This design comes from an exercise in tuning for small area on the open sky130 flow, not from production work.
Function was checked by simulation only, so behaviour that the tests miss may differ from the original.

==> run G <==
==> flow/design.v (excerpt) <==
module branch_predictor
#(
    parameter int unsigned XLEN    = branch_predictor_pkg::XLEN,
    parameter int unsigned ENTRIES = 16,
    parameter int unsigned IDX_W   = $clog2(ENTRIES)
)
(
    input  logic            clk,
    input  logic            rst_n,
    input  logic [XLEN-1:0] if_pc,
    output logic            pred_taken,
    output logic [XLEN-1:0] pred_target,
    input  logic            ex_valid,
    input  logic [XLEN-1:0] ex_pc,
    input  logic            ex_is_branch,
    input  logic            ex_is_jump,
    input  logic            ex_taken,
    input  logic [XLEN-1:0] ex_target,
    input  logic            ex_pred_taken,
    input  logic [XLEN-1:0] ex_pred_target,
    output logic            flush,
    output logic [XLEN-1:0] redirect_pc,
    output logic [31:0]     stat_branches,
    output logic [31:0]     stat_mispred
);
clock: 7.0 ns
lec_check: 0
cap_margin: 20
core_margin: 2
core_utilization: 75
place_density: 0.85
slew_margin: 20
synth_hierarchical: 1
standard.sh (not shown) runs the stock make flow with config.mk's settings and CLKGATE_MAP_FILE= SYNTH_SCRIPT=/design/flow/synth_recipe.tcl, a recipe that flattens the netlist after the stock synthesis.
==> flow/flow/run.sh <==
#!/bin/bash
# Layout flow: the standard flow (standard.sh, standard synthesis
# unchanged), with two layout choices made through ORFS variables:
#  - port buffers use the smallest buffer cell, sky130_fd_sc_hd__buf_1;
#  - clock tree built from clkbuf_4/clkbuf_8 in clusters of 16 sinks,
#    without dummy balancing loads.
# All tool output goes to flow.log here; ORFS also keeps per-step logs
# under orfs/logs/.
set -euo pipefail
cd "$(dirname "$0")/.."

export BUFFER_PORTS_ARGS="-buffer_cell sky130_fd_sc_hd__buf_1"
export CTS_ARGS="-sink_clustering_enable -repair_clock_nets -dont_use_dummy_load -buf_list {sky130_fd_sc_hd__clkbuf_4 sky130_fd_sc_hd__clkbuf_8} -sink_clustering_size 18 -sink_clustering_max_diameter 60"

bash standard.sh > flow.log 2>&1
==> run Y: changes against run G <==
--- a/flow/design.v
+++ b/flow/design.v
@@ -31,14 +31,14 @@
 module bp_g_or3 (input logic a, b, c, output logic y);
     assign y = a | b | c;
 endmodule
 module bp_g_xnor2 (input logic a, b, output logic y);
     assign y = !(a ^ b);
 endmodule
-module bp_g_a221o (input logic a1, a2, b1, b2, c1, output logic y);
-    assign y = (a1 & a2) | (b1 & b2) | c1;
+module bp_g_a21o (input logic a1, a2, b1, output logic y);
+    assign y = (a1 & a2) | b1;
 endmodule
 module bp_g_and4 (input logic a, b, c, d, output logic y);
     assign y = a & b & c & d;
 endmodule
 module bp_g_xor2 (input logic a, b, output logic y);
     assign y = a ^ b;
@@ -106,40 +106,39 @@
     input  logic [3:0]  idx,
     input  logic        wr_en,
     input  logic        bht_we,
     input  logic        inv_en,
     output logic [15:0] wr,
     output logic [15:0] bw,
-    output logic [3:0]  lo_n,
-    output logic [3:0]  inv_hi_n
+    output logic [15:0] inv_n
 );
-    logic [3:0] idx_n, hw_n, hb_n;
+    logic [3:0] idx_n, lo_n, hw_n, hb_n, hi_n;
     for (genvar b = 0; b < 4; b++) begin : g_i
         bp_g_inv u_i (.a(idx[b]), .y(idx_n[b]));
     end
     bp_pre4n u_lo (.idx(idx[1:0]), .idx_n(idx_n[1:0]), .y_n(lo_n));
     bp_pre4  u_hw (.idx(idx[3:2]), .idx_n(idx_n[3:2]), .en(wr_en),  .y_n(hw_n));
     bp_pre4  u_hb (.idx(idx[3:2]), .idx_n(idx_n[3:2]), .en(bht_we), .y_n(hb_n));
-    bp_pre4  u_hi (.idx(idx[3:2]), .idx_n(idx_n[3:2]), .en(inv_en), .y_n(inv_hi_n));
+    bp_pre4  u_hi (.idx(idx[3:2]), .idx_n(idx_n[3:2]), .en(inv_en), .y_n(hi_n));
     for (genvar g = 0; g < 16; g++) begin : g_oh
         bp_g_nor2 u_w (.a(lo_n[g % 4]), .b(hw_n[g / 4]), .y(wr[g]));
         bp_g_nor2 u_b (.a(lo_n[g % 4]), .b(hb_n[g / 4]), .y(bw[g]));
+        bp_g_or2  u_v (.a(lo_n[g % 4]), .b(hi_n[g / 4]), .y(inv_n[g]));
     end
 endmodule
 module bp_btb
 #(
     parameter int unsigned ENTRIES = 16,
     parameter int unsigned TAG_W   = 26,
     parameter int unsigned XLEN    = 32
 )
 (
     input  logic               clk,
     input  logic               rst_n,
     input  logic [ENTRIES-1:0] wr_i,      
-    input  logic [3:0]         inv_lo_n_i,  
-    input  logic [3:0]         inv_hi_n_i,  
+    input  logic [ENTRIES-1:0] inv_n_i,   
     input  logic               wr_jmp_i,
     input  logic [TAG_W-1:0]   wr_tag_i,
     input  logic [XLEN-1:0]    wr_target_i,
     output logic [ENTRIES-1:0] valid_o,
     output logic [ENTRIES-1:0] jmp_o,
     output logic [TAG_W-1:0][ENTRIES-1:0] tag_o,     
@@ -148,14 +147,13 @@
     logic [ENTRIES-1:0] valid_q;
     logic [ENTRIES-1:0] jmp_q;
     logic [TAG_W-1:0]   tag_q [ENTRIES];
     logic [XLEN-1:0]    tgt_q [ENTRIES];
     logic [ENTRIES-1:0] valid_d;
     for (genvar g = 0; g < ENTRIES; g++) begin : g_entry
-        bp_g_a221o u_vd (.a1(valid_q[g]), .a2(inv_lo_n_i[g % 4]), .b1(valid_q[g]),
-                         .b2(inv_hi_n_i[g / 4]), .c1(wr_i[g]), .y(valid_d[g]));
+        bp_g_a21o u_vd (.a1(valid_q[g]), .a2(inv_n_i[g]), .b1(wr_i[g]), .y(valid_d[g]));
         always_ff @(posedge clk or negedge rst_n) begin
             if (!rst_n) begin
                 valid_q[g] <= 1'b0;
             end else begin
                 valid_q[g] <= valid_d[g];
             end
@@ -327,14 +325,13 @@
     output logic            flush,
     output logic [XLEN-1:0] redirect_pc,
     output logic [31:0]     stat_branches,
     output logic [31:0]     stat_mispred
 );
     localparam int unsigned TAG_W = XLEN - IDX_W - 2;
-    logic [ENTRIES-1:0]              rd_oh, wr_oh, bw_oh;
-    logic [3:0]                      inv_lo_n, inv_hi_n;
+    logic [ENTRIES-1:0]              rd_oh, wr_oh, bw_oh, inv_n;
     logic [ENTRIES-1:0]              valid_all, jmp_all;
     logic [TAG_W-1:0][ENTRIES-1:0]   tag_all;
     logic [XLEN-1:0][ENTRIES-1:0]    tgt_all;
     logic [1:0][ENTRIES-1:0]         bht_all;
     logic                            rd_valid, rd_jmp, rd_bht1;
     logic [TAG_W-1:0]                rd_tag, tx;
@@ -349,24 +346,22 @@
     assign wr_en  = ex_valid && (ex_is_jump || (is_br && ex_taken));
     assign inv_en = ex_valid && !ex_is_branch && !ex_is_jump && ex_pred_taken;
     assign bht_we = ex_valid && is_br;
     assign br_inc = ex_valid && (ex_is_branch || ex_is_jump);
     bp_dec16 u_rd_dec (.idx(if_pc[IDX_W+1:2]), .oh(rd_oh));
     bp_udec  u_u_dec  (.idx(ex_pc[IDX_W+1:2]), .wr_en(wr_en), .bht_we(bht_we),
-                       .inv_en(inv_en), .wr(wr_oh), .bw(bw_oh),
-                       .lo_n(inv_lo_n), .inv_hi_n(inv_hi_n));
+                       .inv_en(inv_en), .wr(wr_oh), .bw(bw_oh), .inv_n(inv_n));
     bp_btb #(
         .ENTRIES (ENTRIES),
         .TAG_W   (TAG_W),
         .XLEN    (XLEN)
     ) u_btb (
         .clk         (clk),
         .rst_n       (rst_n),
         .wr_i        (wr_oh),
-        .inv_lo_n_i  (inv_lo_n),
-        .inv_hi_n_i  (inv_hi_n),
+        .inv_n_i     (inv_n),
         .wr_jmp_i    (ex_is_jump),
         .wr_tag_i    (ex_pc[XLEN-1:IDX_W+2]),
         .wr_target_i (ex_target),
         .valid_o     (valid_all),
         .jmp_o       (jmp_all),
         .tag_o       (tag_all),
--- a/flow/flow/run.sh
+++ b/flow/flow/run.sh
@@ -7,9 +7,9 @@
 # All tool output goes to flow.log here; ORFS also keeps per-step logs
 # under orfs/logs/.
 set -euo pipefail
 cd "$(dirname "$0")/.."
 
 export BUFFER_PORTS_ARGS="-buffer_cell sky130_fd_sc_hd__buf_1"
-export CTS_ARGS="-sink_clustering_enable -repair_clock_nets -dont_use_dummy_load -buf_list {sky130_fd_sc_hd__clkbuf_4 sky130_fd_sc_hd__clkbuf_8} -sink_clustering_size 18 -sink_clustering_max_diameter 60"
+export CTS_ARGS="-sink_clustering_enable -repair_clock_nets -dont_use_dummy_load -buf_list {sky130_fd_sc_hd__clkbuf_4 sky130_fd_sc_hd__clkbuf_8} -sink_clustering_size 16 -sink_clustering_max_diameter 60"
 
 bash standard.sh > flow.log 2>&1
Settings changed: CORE_UTILIZATION 75 to 40, PLACE_DENSITY 0.85 to default.
==> flow_metrics.env <==
export IMPL_run_status="finished clean"
export IMPL_die_h_um=319.4
export IMPL_p_leak_nw=14.58
export IMPL_p_seq_w=0.00735
export IMPL_grt_pass1_wl_um=159400
export IMPL_insertion_delay_ns=0.71
export IMPL_synth_area_leaders="edfxtp_1 71%, dfrtp_1 9.1%, a222oi_1 8.7%"
export IMPL_synth_area_per_cell_um2=19.52
export IMPL_hpwl_um=65860
export IMPL_fp_row_count=115
export IMPL_clockPowerShare_pct=26.9
export IMPL_multi_input_comb_cells=904
export IMPL_p_sw_share_pct=22.30
export IMPL_nets=2708
export IMPL_netlist_area_um2=39780
export IMPL_yosysSeqAreaShare_pct=80.39
export IMPL_final_util_pct=45.63
export IMPL_hp_start="u_btb.valid_q[8]"
export IMPL_wl_met3_um=12900
That was run Y.
==> flow_metrics.env <==
export IMPL_run_status="finished clean"
export IMPL_final_util_pct=83.70
export IMPL_clockPowerShare_pct=25.1
export IMPL_clock_cell_area_share_pct=2.226
export IMPL_multi_input_comb_cells=888
export IMPL_timing_rr_end="u_st_mis.q_r[23]"
export IMPL_design_area_um2=43900
export IMPL_hpwl_um=62150
export IMPL_fp_row_count=84
export IMPL_nets=2661
export IMPL_antenna_left=0
export IMPL_reg2reg_depth=13
export IMPL_insertion_delay_ns=0.68
export IMPL_synth_area_leaders="edfxtp_1 71%, dfrtp_1 9.1%, a222oi_1 8.7%"
export IMPL_p_leak_nw=14.30
export IMPL_gp_congestion=0.8327
export IMPL_wl_met3_um=18150
export IMPL_die_h_um=234.1
export IMPL_grt_pass1_wl_um=151600
That was run G.

[port drivers added, routing unchanged]
The flow's constraints put no driver on any port. The routed layouts listed below were extracted and timed again, unchanged, in two steps. Step 1 (the two cells are an assumption about what drives the block):
set clk [get_ports {clk}]
set_driving_cell -lib_cell sky130_fd_sc_hd__clkbuf_16 $clk
set_driving_cell -lib_cell sky130_fd_sc_hd__buf_2 [delete_from_list [all_inputs] $clk]
Step 2 moves the port delays by t, midway between the first and last clock arrival at a register: inputs arrive t later, outputs are due t later. That takes back most of the time a late clock gives input paths. Slacks: ideal ports / drivers / drivers and shift; pairs: ideal ports / drivers.
run | shift t [ns] | setup slack, ns | clock arrival spread, ns | worst data-port slew with drivers (ns) | pins driven straight from the clock port
run G | 0.732 | 0.320 / 0.288 / 0.288 | 0.032 / 0.032 | 0.11 | 1
run Y | 0.763 | 0.448 / 0.398 / 0.398 | 0.112 / 0.113 | 0.11 | 1
After both steps every run listed still meets setup and hold. The setup slack of run Y, which loses most, moves by -0.050 ns with the drivers and by -0.050 ns with both steps.
